From an optimization exercise on the open Yosys and OpenROAD flow, aimed at small area, a short achievable clock period and few clock cycles per item; shortcuts taken in it are not production practice. At most, simulation tests tie the RTL to the original design; equivalence was not proved.

==> job 1603: inputs <==
// first_fit_block_allocator_top
module first_fit_block_allocator_top (
	input  logic        clk,
	input  logic        arst_n,
	input  logic        s_axis_tvalid,
	output logic        s_axis_tready,
	input  logic [39:0] s_axis_tdata,   
	input  logic        s_axis_tuser,   
	output logic        m_axis_tvalid,
	input  logic        m_axis_tready,
	output logic [23:0] m_axis_tdata    
);
	localparam int N = MAX_BLOCKS;
	localparam logic [1:0] M_ALLOC = 2'd0;
	localparam logic [1:0] M_REL   = 2'd1;   
	localparam logic [1:0] M_MERGE = 2'd2;   
	function automatic logic [N-1:0] above(input logic [N-1:0] v);
		logic [N-1:0] t;
		t = v;
		for (int d = 1; d < N; d = d * 2)
			t = t | (t << d);
		above = t << 1;
	endfunction
	function automatic logic [N-1:0] first1(input logic [N-1:0] v);
		first1 = v & ~above(v);
	endfunction
	logic [15:0]  s [N+2];    
	logic [N+1:0] f;          
	logic         init_q;
	logic [5:0]   icnt_q;
	logic         busy_q;
	logic [1:0]   mode_q;
	logic [N-1:0] cand_q;     
	logic [16:0]  cur_q;      
	logic [18:0]  nbb_q;      
	logic [18:0]  nqs_q;      
	logic [15:0]  q17_q;      
	logic         rq_valid_q, rq_type_q;
	logic [16:0]  rq_val_q;
	logic         out_valid_q;
	logic [1:0]   out_st_q;
	logic [15:0]  out_pay_q;
	logic alloc_m;
	assign alloc_m = (mode_q == M_ALLOC);
	logic [16:0] in_val;
  ...
==> flow/config.mk <==
export PLATFORM = sky130hd
export DESIGN_NAME = first_fit_block_allocator_top
export DESIGN_NICKNAME = first_fit_block_allocator_top
export VERILOG_FILES = /design/flow/design.v
export SDC_FILE = /design/flow/constraint.sdc
export NUM_CORES = 4
export LEC_CHECK = 0
export CAP_MARGIN = 20
export CORE_MARGIN = 2
export CORE_UTILIZATION = 40
export PLACE_DENSITY = 0.6
export SLEW_MARGIN = 20
==> flow/constraint.sdc <==
create_clock -name core_clock -period 8.0 [get_ports {clk}]
set_input_delay 1.6000 -clock core_clock [delete_from_list [all_inputs] [get_ports {clk}]]
set_output_delay 1.6000 -clock core_clock [all_outputs]
set_load 0.01 [all_outputs]
run.sh (not shown) runs the stock make flow with config.mk's settings and CLKGATE_MAP_FILE= SYNTH_SCRIPT=/design/flow/synth_recipe.tcl, a recipe that flattens the netlist after the stock synthesis.
==> inputs of job 1906, as changes to job 1603 <==
--- a/flow/design.v
+++ b/flow/design.v
@@ -66,152 +66,231 @@
 		t = v;
 		for (int d = 1; d < N; d = d * 2)
 			t = t | (t << d);
 		above = t << 1;
 	endfunction
 	function automatic logic [N-1:0] first1(input logic [N-1:0] v);
 		first1 = v & ~above(v);
 	endfunction
+	function automatic logic neg3(input logic [18:0] a, input logic [18:0] b, input logic [18:0] c);
+		logic [18:0] sm, cy, g, p;
+		sm = a ^ b ^ c;
+		cy = {((a[17:0] & b[17:0]) | (a[17:0] & c[17:0]) | (b[17:0] & c[17:0])), 1'b1};
+		g = sm & cy;
+		p = sm | cy;
+		for (int d = 1; d < 18; d = d * 2)
+			for (int i = 17; i >= d; i--) begin
+				g[i] = g[i] | (p[i] & g[i-d]);
+				p[i] = p[i] & p[i-d];
+			end
+		neg3 = sm[18] ^ cy[18] ^ g[17];
+	endfunction
 	logic [15:0]  s [N+2];    
 	logic [N+1:0] f;          
 	logic         init_q;
 	logic [5:0]   icnt_q;
 	logic         busy_q;
 	logic [1:0]   mode_q;
 	logic [N-1:0] cand_q;     
-	logic [16:0]  cur_q;      
+	logic [N-1:0] th_q;       
+	logic [15:0]  ck_q;       
+	logic [15:0]  cn_q;       
+	logic [15:0]  vk_q;       
+	logic [15:0]  vn_q;       
 	logic [18:0]  nbb_q;      
 	logic [18:0]  nqs_q;      
 	logic [15:0]  q17_q;      
 	logic         rq_valid_q, rq_type_q;
 	logic [16:0]  rq_val_q;
 	logic         out_valid_q;
 	logic [1:0]   out_st_q;
 	logic [15:0]  out_pay_q;
 	logic alloc_m;
 	assign alloc_m = (mode_q == M_ALLOC);
+	logic        take, start, st_type;
+	logic [16:0] st_val, st_q;
 	logic [16:0] in_val;
 	assign in_val = s_axis_tuser ? ({1'b0, s_axis_tdata[32:17]} - 17'd17) : s_axis_tdata[16:0];
-	logic [N-1:0] m, pm, mr;
-	logic         r_zero, fm1, fm2, many;
-	assign r_zero = (cur_q[15:0] == 16'd0);
+	logic [N-1:0] m, mr, pm, meq, mq_q;
+	logic         t_zero, neq, fm1, fm2, many;
+	logic [16:0]  tgt;        
+	assign tgt    = st_val;
+	assign t_zero = (tgt[15:0] == 16'd0);
 	always_comb begin
-		m[0] = (cur_q == 17'd0);
+		meq[0] = (tgt == 17'd0);
 		for (int i = 1; i < N; i++)
-			m[i] = (s[i] == cur_q[15:0]) && !cur_q[16] && !r_zero;
+			meq[i] = (s[i] == tgt[15:0]) && !tgt[16] && !t_zero;
 	end
-	assign pm = above(m);
+	assign neq  = (ns == tgt[15:0]) && !tgt[16];
+	assign m    = mq_q;
 	assign many = |m;
+	assign pm   = above(m);
 	always_comb begin
 		fm1 = 1'b0; fm2 = 1'b0;
 		for (int i = 0; i < N; i++) begin
 			fm1 = fm1 | (f[i+1] & m[i]);
 			fm2 = fm2 | (f[i+2] & m[i]);
 		end
 	end
-	logic [N-1:0] pc, c2, ffm;
-	logic         cany, fc1, f_below;
-	logic [15:0]  sk, sn;
-	assign pc   = above(cand_q);
-	assign c2   = first1(f[N-1:0] & pc);
+	logic [N-1:0] pc, c2, c2m, ffm;
+	logic         cany, fc1, fc2, f_below;
+	assign pc   = th_q | (cand_q << 1);
+	assign c2   = first1(f[N-1:0] & th_q);
+	assign c2m  = fc1 ? (c2 >> 1) : c2;
 	assign cany = |cand_q;
 	always_comb begin
-		sk = '0; sn = '0; fc1 = 1'b0; f_below = 1'b0;
+		fc1 = 1'b0; fc2 = 1'b0; f_below = 1'b0;
 		for (int i = 0; i < N; i++) begin
-			sk  = sk  | (s[i]   & {16{cand_q[i]}});
-			sn  = sn  | (s[i+1] & {16{cand_q[i]}});
 			fc1 = fc1 | (f[i+1] & cand_q[i]);
+			fc2 = fc2 | (f[i+2] & cand_q[i]);
 			f_below = f_below | (f[i] & !pc[i] & !cand_q[i]);
 		end
 	end
 	assign mr  = alloc_m ? '0 : m;
 	assign ffm = first1(f[N-1:0] | mr);
-	logic [18:0] a_v, b_v, fs_v, fc_v, ss_v, sc_v, fsum, ssum;
+	logic [N-1:0] psel;
+	logic [N+1:0] pnx;
+	logic [15:0]  rk, rn;
+	assign psel = alloc_m ? c2 : m;
+	always_comb begin
+		pnx = '0;
+		for (int j = 1; j < N + 2; j++)
+			pnx[j] = (psel[j-1] & !f[j]) | ((j >= 2) ? (psel[j-2] & f[j-1]) : 1'b0);
+	end
+	always_comb begin
+		rk = '0; rn = '0;
+		for (int i = 0; i < N; i++) begin
+			rk = rk | (s[i]   & {16{psel[i]}});
+			rn = rn | (s[i+1] & {16{pnx[i+1]}});
+		end
+	end
+	logic [18:0] a_v, b_v;
 	logic        fit, split, tbl_room;
 	logic [15:0] ns, pay;
-	assign a_v = {2'b0, (sn == 16'd0), sn};
-	assign b_v = {3'b111, ~sk};
-	assign fs_v = a_v ^ b_v ^ nbb_q;
-	assign fc_v = (a_v & b_v) | (a_v & nbb_q) | (b_v & nbb_q);
-	assign fsum = fs_v + {fc_v[17:0], 1'b1};
-	assign ss_v = a_v ^ b_v ^ nqs_q;
-	assign sc_v = (a_v & b_v) | (a_v & nqs_q) | (b_v & nqs_q);
-	assign ssum = ss_v + {sc_v[17:0], 1'b1};
-	assign fit = !fsum[18];
+	assign a_v = {2'b0, (cn_q == 16'd0), cn_q};
+	assign b_v = {3'b111, ~ck_q};
+	assign fit = !neg3(a_v, b_v, nbb_q);
 	assign tbl_room = (s[N-1] == 16'd0);
-	assign split = tbl_room && !ssum[18];
-	assign ns  = sk + q17_q;
-	assign pay = sk + 16'd17;
-	logic go, fin, del, ins, setf, clrf, to_merge;
+	assign split = (tbl_room || fc1) && !neg3(a_v, b_v, nqs_q);
+	assign ns  = ck_q + q17_q;
+	assign pay = ck_q + 16'd17;
+	logic go, fin, del, ins, ovw, setf, clrf, to_merge;
 	logic [1:0]   res_st;
 	logic [15:0]  res_pay;
-	logic [N-1:0] cand_d;
 	assign go = busy_q && (!out_valid_q || m_axis_tready);
 	always_comb begin
-		fin = 1'b0; del = 1'b0; ins = 1'b0; setf = 1'b0; clrf = 1'b0;
+		fin = 1'b0; del = 1'b0; ins = 1'b0; ovw = 1'b0; setf = 1'b0; clrf = 1'b0;
 		to_merge = 1'b0;
 		res_st = ST_OK; res_pay = '0;
-		cand_d = cand_q;
 		if (go) begin
 			case (mode_q)
 				M_ALLOC: begin
 					if (!cany) begin
 						fin = 1'b1; res_st = ST_NO_SPACE;
-						cand_d = ffm;
-					end else if (fc1) begin
+					end else if (fc1 && fc2) begin
 						del = 1'b1;
-					end else if (fit) begin
-						fin = 1'b1; clrf = 1'b1; ins = split; res_pay = pay;
-						cand_d = f_below ? ffm : (split ? (cand_q << 1) : c2);
-					end else
-						cand_d = c2;
+					end else begin
+						if (fit) begin
+							fin = 1'b1; clrf = 1'b1; res_pay = pay;
+							ins = split && !fc1;
+							ovw = split && fc1;
+							del = fc1 && !split;
+						end else
+							del = fc1;
+					end
 				end
 				M_REL: begin
-					cand_d = ffm;
 					if (!many) begin
 						fin = 1'b1; res_st = ST_BAD_FREE;
 					end else begin
 						setf = 1'b1; del = fm1;
 						if (!fm1 || !fm2) fin = 1'b1;
 						else to_merge = 1'b1;
 					end
 				end
 				default: begin
-					cand_d = ffm;
 					del = fm1;
 					if (!fm1 || !fm2) fin = 1'b1;
 				end
 			endcase
 		end
 	end
+	logic [N-1:0] cand_d, cand_sp, cand_ns, cand_e;
+	logic         early;
+	logic [15:0]  ck_d, ck_sp, ck_ns, ck_e;
+	logic [15:0]  cn_d, cn_sp, cn_ns, cn_e;
+	logic         sv_d;
+	assign cand_sp = f_below ? ffm : (cand_q << 1);
+	assign ck_sp   = f_below ? vk_q : ns;
+	assign cn_sp   = f_below ? vn_q : cn_q;
+	assign cand_ns = f_below ? ffm : c2m;
+	assign ck_ns   = f_below ? vk_q : rk;
+	assign cn_ns   = f_below ? vn_q : rn;
+	always_comb begin
+		early  = 1'b1;
+		cand_e = cand_q;
+		ck_e   = ck_q;
+		cn_e   = cn_q;
+		if (!go) begin
+		end else if (alloc_m) begin
+			if (!cany) begin
+				cand_e = ffm; ck_e = vk_q; cn_e = vn_q;
+			end else if (fc1 && fc2) begin
+				cn_e = rn;
+			end else
+				early = 1'b0;
+		end else if (fin && many) begin
+			cand_e = ffm;
+			if ((ffm & m) != '0) begin
+				ck_e = rk; cn_e = rn;
+			end else if ((m & (cand_q << 1)) != '0)
+				cn_e = rn;
+		end
+	end
+	assign cand_d = early ? cand_e : (fit ? (split ? cand_sp : cand_ns) : c2m);
+	assign ck_d   = early ? ck_e   : (fit ? (split ? ck_sp   : ck_ns)   : rk);
+	assign cn_d   = early ? cn_e   : (fit ? (split ? cn_sp   : cn_ns)   : rn);
+	assign sv_d   = go && alloc_m && cany && !(fc1 && fc2) && !fit && !f_below;
 	logic [N-1:0] sel_p;
 	assign sel_p = alloc_m ? pc : pm;
 	assign s[N] = '0;
 	assign s[N+1] = '0;
 	assign f[N+1:N] = '0;
 	assign s[0] = '0;
 	for (genvar i = 0; i < N; i++) begin : g_ent
 		logic dsel, isel, nsel;
 		assign dsel = del && sel_p[i];
 		if (i == 0) begin : g_z
 			assign isel = 1'b0;
 			assign nsel = 1'b0;
 		end else begin : g_nz
 			assign isel = ins && pc[i-1];
-			assign nsel = ins && cand_q[i-1];
+			assign nsel = (ins || ovw) && cand_q[i-1];
 			logic sh, hsel;
 			logic [15:0] s_d;
 			assign sh   = init_q || dsel;
 			assign hsel = !(sh || isel || nsel);
 			assign s_d = (s[i+1] & {16{sh}}) | (s[i-1] & {16{isel}}) |
 			             (ns & {16{nsel}}) | (s[i] & {16{hsel}});
 			always_ff @(posedge clk)
 				s[i] <= s_d;
 		end
+		logic mq_d, ms_up, ms_dn, ms_ho;
+		if (i == 0) begin : g_mz
+			assign ms_up = 1'b0;
+		end else begin : g_mnz
+			assign ms_up = start ? meq[i-1] : mq_q[i-1];
+		end
+		assign ms_dn = (i == N-1) ? 1'b0 : (start ? meq[(i == N-1) ? i : i+1] : mq_q[(i == N-1) ? i : i+1]);
+		assign ms_ho = start ? meq[i] : mq_q[i];
+		assign mq_d = ((init_q || dsel) & ms_dn) | (isel & ms_up) | (nsel & neq) |
+		              (!(init_q || dsel || isel || nsel) & ms_ho);
+		always_ff @(posedge clk)
+			mq_q[i] <= mq_d;
 		always_ff @(posedge clk or negedge arst_n) begin
 			if (!arst_n)
 				f[i] <= (i == 0);
 			else if (!init_q) begin
 				if (dsel)
 					f[i] <= f[i+1];
 				else if (isel)
 					f[i] <= f[i-1];
@@ -219,44 +298,48 @@
 					f[i] <= 1'b1;
 				else if (m[i] && setf)
 					f[i] <= 1'b1;
 				else if (cand_q[i] && clrf)
 					f[i] <= 1'b0;
 			end
 		end
 	end
-	logic take, start, st_type;
-	logic [16:0] st_val, st_q;
 	assign s_axis_tready = !rq_valid_q;
 	assign take    = s_axis_tvalid && !rq_valid_q;
 	assign start   = !init_q && (!busy_q || fin) && (rq_valid_q || take);
 	assign st_type = rq_valid_q ? rq_type_q : s_axis_tuser;
 	assign st_val  = rq_valid_q ? rq_val_q : in_val;
 	assign st_q    = (st_val < 17'd24) ? 17'd24 : st_val;
 	always_ff @(posedge clk or negedge arst_n) begin
 		if (!arst_n) begin
 			init_q      <= 1'b1;
 			icnt_q      <= '0;
 			busy_q      <= 1'b0;
 			mode_q      <= M_ALLOC;
 			cand_q      <= {{(N-1){1'b0}}, 1'b1};
+			th_q        <= {{(N-2){1'b1}}, 2'b00};
+			ck_q        <= 16'd0;
+			cn_q        <= 16'd0;
 			rq_valid_q  <= 1'b0;
 			out_valid_q <= 1'b0;
 		end else begin
 			if (init_q) begin
 				icnt_q <= icnt_q + 6'd1;
 				if (icnt_q == 6'd63)
 					init_q <= 1'b0;
 			end
 			if (take && !start)
 				rq_valid_q <= 1'b1;
 			else if (start)
 				rq_valid_q <= 1'b0;
 			cand_q <= cand_d;
+			th_q   <= above(cand_d << 1);
+			ck_q   <= ck_d;
+			cn_q   <= cn_d;
 			if (start) begin
 				busy_q <= 1'b1;
 				mode_q <= st_type ? M_REL : M_ALLOC;
 			end else begin
 				if (fin)
 					busy_q <= 1'b0;
 				if (to_merge)
 					mode_q <= M_MERGE;
@@ -268,21 +351,24 @@
 		end
 	end
 	always_ff @(posedge clk) begin
 		if (take && !start) begin
 			rq_type_q <= s_axis_tuser;
 			rq_val_q  <= in_val;
 		end
 		if (start) begin
-			cur_q <= st_val;
 			nbb_q <= -({2'b0, st_val} + 19'd17);
 			nqs_q <= -({2'b0, st_q} + 19'd58);
 			q17_q <= st_q[15:0] + 16'd17;
 		end
+		if (sv_d) begin
+			vk_q <= ck_q;
+			vn_q <= cn_q;
+		end
 		if (fin) begin
 			out_st_q  <= res_st;
 			out_pay_q <= res_pay;
 		end
 	end
 	assign m_axis_tvalid = out_valid_q;
 	assign m_axis_tdata  = {6'b0, out_pay_q, out_st_q};
 endmodule
Settings changed: CAP_MARGIN 20 to 40, CORE_UTILIZATION 40 to 22, PLACE_DENSITY 0.6 to 0.4, SETUP_SLACK_MARGIN from default to 2.25, SLEW_MARGIN 20 to 40.
==> inputs of job 9794, as changes to job 1603 <==
--- a/flow/design.v
+++ b/flow/design.v
@@ -66,16 +66,29 @@
 		t = v;
 		for (int d = 1; d < N; d = d * 2)
 			t = t | (t << d);
 		above = t << 1;
 	endfunction
 	function automatic logic [N-1:0] first1(input logic [N-1:0] v);
 		first1 = v & ~above(v);
 	endfunction
+	function automatic logic neg3(input logic [18:0] a, input logic [18:0] b, input logic [18:0] c);
+		logic [18:0] sm, cy, g, p;
+		sm = a ^ b ^ c;
+		cy = {((a[17:0] & b[17:0]) | (a[17:0] & c[17:0]) | (b[17:0] & c[17:0])), 1'b1};
+		g = sm & cy;
+		p = sm | cy;
+		for (int d = 1; d < 18; d = d * 2)
+			for (int i = 17; i >= d; i--) begin
+				g[i] = g[i] | (p[i] & g[i-d]);
+				p[i] = p[i] & p[i-d];
+			end
+		neg3 = sm[18] ^ cy[18] ^ g[17];
+	endfunction
 	logic [15:0]  s [N+2];    
 	logic [N+1:0] f;          
 	logic         init_q;
 	logic [5:0]   icnt_q;
 	logic         busy_q;
 	logic [1:0]   mode_q;
 	logic [N-1:0] cand_q;     
 	logic [16:0]  cur_q;      
@@ -86,123 +99,142 @@
 	logic [16:0]  rq_val_q;
 	logic         out_valid_q;
 	logic [1:0]   out_st_q;
 	logic [15:0]  out_pay_q;
 	logic alloc_m;
 	assign alloc_m = (mode_q == M_ALLOC);
 	logic [16:0] in_val;
 	assign in_val = s_axis_tuser ? ({1'b0, s_axis_tdata[32:17]} - 17'd17) : s_axis_tdata[16:0];
-	logic [N-1:0] m, pm, mr;
+	logic [N-1:0] m, mr;
 	logic         r_zero, fm1, fm2, many;
 	assign r_zero = (cur_q[15:0] == 16'd0);
 	always_comb begin
 		m[0] = (cur_q == 17'd0);
 		for (int i = 1; i < N; i++)
 			m[i] = (s[i] == cur_q[15:0]) && !cur_q[16] && !r_zero;
 	end
-	assign pm = above(m);
 	assign many = |m;
 	always_comb begin
 		fm1 = 1'b0; fm2 = 1'b0;
 		for (int i = 0; i < N; i++) begin
 			fm1 = fm1 | (f[i+1] & m[i]);
 			fm2 = fm2 | (f[i+2] & m[i]);
 		end
 	end
 	logic [N-1:0] pc, c2, ffm;
-	logic         cany, fc1, f_below;
+	logic         cany, fc1, fc2, f_below;
+	logic [N-1:0] c2m;
+	logic [N+1:0] rdn;
 	logic [15:0]  sk, sn;
-	assign pc   = above(cand_q);
-	assign c2   = first1(f[N-1:0] & pc);
+	assign pc   = above(alloc_m ? cand_q : m);
+	assign c2   = first1(f[N-1:0] & pc & ~(cand_q << 1));
+	assign c2m  = fc1 ? (c2 >> 1) : c2;
+	always_comb begin
+		rdn = '0;
+		for (int j = 1; j < N + 2; j++)
+			rdn[j] = (cand_q[j-1] & !f[j]) | ((j >= 2) ? (cand_q[j-2] & f[j-1]) : 1'b0);
+	end
 	assign cany = |cand_q;
 	always_comb begin
-		sk = '0; sn = '0; fc1 = 1'b0; f_below = 1'b0;
+		sk = '0; sn = '0; fc1 = 1'b0; fc2 = 1'b0; f_below = 1'b0;
 		for (int i = 0; i < N; i++) begin
 			sk  = sk  | (s[i]   & {16{cand_q[i]}});
-			sn  = sn  | (s[i+1] & {16{cand_q[i]}});
+			sn  = sn  | (s[i+1] & {16{rdn[i+1]}});
 			fc1 = fc1 | (f[i+1] & cand_q[i]);
+			fc2 = fc2 | (f[i+2] & cand_q[i]);
 			f_below = f_below | (f[i] & !pc[i] & !cand_q[i]);
 		end
 	end
 	assign mr  = alloc_m ? '0 : m;
 	assign ffm = first1(f[N-1:0] | mr);
-	logic [18:0] a_v, b_v, fs_v, fc_v, ss_v, sc_v, fsum, ssum;
+	logic [18:0] a_v, b_v;
 	logic        fit, split, tbl_room;
 	logic [15:0] ns, pay;
 	assign a_v = {2'b0, (sn == 16'd0), sn};
 	assign b_v = {3'b111, ~sk};
-	assign fs_v = a_v ^ b_v ^ nbb_q;
-	assign fc_v = (a_v & b_v) | (a_v & nbb_q) | (b_v & nbb_q);
-	assign fsum = fs_v + {fc_v[17:0], 1'b1};
-	assign ss_v = a_v ^ b_v ^ nqs_q;
-	assign sc_v = (a_v & b_v) | (a_v & nqs_q) | (b_v & nqs_q);
-	assign ssum = ss_v + {sc_v[17:0], 1'b1};
-	assign fit = !fsum[18];
+	assign fit = !neg3(a_v, b_v, nbb_q);
 	assign tbl_room = (s[N-1] == 16'd0);
-	assign split = tbl_room && !ssum[18];
+	assign split = (tbl_room || fc1) && !neg3(a_v, b_v, nqs_q);
 	assign ns  = sk + q17_q;
 	assign pay = sk + 16'd17;
-	logic go, fin, del, ins, setf, clrf, to_merge;
+	logic go, fin, del, ins, ovw, setf, clrf, to_merge;
 	logic [1:0]   res_st;
 	logic [15:0]  res_pay;
 	logic [N-1:0] cand_d;
 	assign go = busy_q && (!out_valid_q || m_axis_tready);
 	always_comb begin
-		fin = 1'b0; del = 1'b0; ins = 1'b0; setf = 1'b0; clrf = 1'b0;
+		fin = 1'b0; del = 1'b0; ins = 1'b0; ovw = 1'b0; setf = 1'b0; clrf = 1'b0;
 		to_merge = 1'b0;
 		res_st = ST_OK; res_pay = '0;
-		cand_d = cand_q;
 		if (go) begin
 			case (mode_q)
 				M_ALLOC: begin
 					if (!cany) begin
 						fin = 1'b1; res_st = ST_NO_SPACE;
-						cand_d = ffm;
-					end else if (fc1) begin
+					end else if (fc1 && fc2) begin
 						del = 1'b1;
-					end else if (fit) begin
-						fin = 1'b1; clrf = 1'b1; ins = split; res_pay = pay;
-						cand_d = f_below ? ffm : (split ? (cand_q << 1) : c2);
-					end else
-						cand_d = c2;
+					end else begin
+						if (fit) begin
+							fin = 1'b1; clrf = 1'b1; res_pay = pay;
+							ins = split && !fc1;
+							ovw = split && fc1;
+							del = fc1 && !split;
+						end else
+							del = fc1;
+					end
 				end
 				M_REL: begin
-					cand_d = ffm;
 					if (!many) begin
 						fin = 1'b1; res_st = ST_BAD_FREE;
 					end else begin
 						setf = 1'b1; del = fm1;
 						if (!fm1 || !fm2) fin = 1'b1;
 						else to_merge = 1'b1;
 					end
 				end
 				default: begin
-					cand_d = ffm;
 					del = fm1;
 					if (!fm1 || !fm2) fin = 1'b1;
 				end
 			endcase
 		end
 	end
+	logic [N-1:0] cand_sp, cand_ns, cand_e;
+	logic         early;
+	assign cand_sp = f_below ? ffm : (cand_q << 1);
+	assign cand_ns = f_below ? ffm : c2m;
+	always_comb begin
+		early  = 1'b1;
+		cand_e = ffm;
+		if (!go)
+			cand_e = cand_q;
+		else if (alloc_m && cany) begin
+			if (fc1 && fc2)
+				cand_e = cand_q;
+			else
+				early = 1'b0;
+		end
+	end
+	assign cand_d = early ? cand_e : (fit ? (split ? cand_sp : cand_ns) : c2m);
 	logic [N-1:0] sel_p;
-	assign sel_p = alloc_m ? pc : pm;
+	assign sel_p = pc;
 	assign s[N] = '0;
 	assign s[N+1] = '0;
 	assign f[N+1:N] = '0;
 	assign s[0] = '0;
 	for (genvar i = 0; i < N; i++) begin : g_ent
 		logic dsel, isel, nsel;
 		assign dsel = del && sel_p[i];
 		if (i == 0) begin : g_z
 			assign isel = 1'b0;
 			assign nsel = 1'b0;
 		end else begin : g_nz
 			assign isel = ins && pc[i-1];
-			assign nsel = ins && cand_q[i-1];
+			assign nsel = (ins || ovw) && cand_q[i-1];
 			logic sh, hsel;
 			logic [15:0] s_d;
 			assign sh   = init_q || dsel;
 			assign hsel = !(sh || isel || nsel);
 			assign s_d = (s[i+1] & {16{sh}}) | (s[i-1] & {16{isel}}) |
 			             (ns & {16{nsel}}) | (s[i] & {16{hsel}});
 			always_ff @(posedge clk)
 				s[i] <= s_d;
Settings changed: CORE_UTILIZATION 40 to 28, GPL_ROUTABILITY_DRIVEN from default to 1, PLACE_DENSITY 0.6 to 0.5.
==> run notes <==
- Job 9794 aborted during 5_1_grt with GRT-0116. Job 1906 finished with timing, DRC and antenna clean. Job 1603 died in 5_1_grt.
- The lowest area after synthesis belongs to job 9794, the highest to job 1906.
- Synthesized cell count is about the same in job 1603 and job 1906.
==> figures <==
quantity	job 1603	job 9794	job 1906
Post-CTS Repair Setup Buffers	0	8	37
Buffers from clock root to sink, at most	3	4	4
Total cell area at the placement stage	112000 um^2	124000 um^2	115000 um^2
Xor/xnor share of the synthesized area	9.91%	10.2%	8.78%
Proportion of netlist area held by the largest area contributor	20.7%	21.5%	21.9%
Chip Height	497 um	583 um	670 um
Number of gates given a new drive strength after cts	0	43	136
Share of synthesized area occupied by flip-flops and latches	27.6%	28.5%	31.7%
Result of the run	did not finish	did not finish	no timing/DRC/antenna violations
Failing step	5_1_grt	5_1_grt	-
Final HPWL DP	783000 um	1050000 um	892000 um
Number of buffers created by CTS	158	171	201
Worst slack at placement	571 ps	-791 ps	773 ps
Count of different cell masters after synthesis	115	111	97
Last weighted congestion value of the routability-driven placer	1.45	1.34	1.14
Post-Synthesis Mean Instance Area	8.32 um^2	7.76 um^2	8.36 um^2
Share of synthesized cell area in full adder, half adder and majority cells	1.40%	1.03%	1.04%
Starting density of the core	40.1%	28.2%	22.1%
Register bit count reported by yosys	1252	1252	1425
Number of synthesis warnings	3	4	4
Share of synthesized area spent on multiplexers	8.41%	0.579%	1.13%
Compound-Gate Fraction of Synth Area	26.9%	32.7%	36.9%
Simple logic cell fraction of the synthesized area	19.7%	20.9%	14.7%
EDFF count, synth	104	104	121
Testbench counts of job 1603, summed over its fixed seeds: cycles 8,531, items 4,800.
Testbench counts of job 1906, summed over its fixed seeds: cycles 8,030, items 4,800.
Only the layout flow was run in job 9794; the RTL was not checked for function there.

## separate check: timing with driven ports
The flow's constraints put no driver on any port. The routed layout listed below was extracted and timed again, unchanged, in two steps.
Step 1 (the two cells are an assumption about what drives the block):
set clk [get_ports {clk}]
set_driving_cell -lib_cell sky130_fd_sc_hd__clkbuf_16 $clk
set_driving_cell -lib_cell sky130_fd_sc_hd__buf_2 [delete_from_list [all_inputs] $clk]
Step 2 times the ports against the registers' clock, not the clock port: input delays grow and output delays shrink by t, the midpoint of the rising clock arrivals with the driver on.
Three values: ideal ports, drivers, drivers and shift; two values: the first two.
run: job 1906
t (ns): 1.141
setup WS [ns]: 1.779 / 1.779 / 1.214
worst hold slack (ns): 0.469 / 0.390 / 0.470
slew at the worst register clock pin (ns): 0.10 / 0.10
After both steps job 1906 still meets setup and hold. The setup slack of job 1906 moves by 0.000 ns with the drivers and by -0.565 ns with both steps.
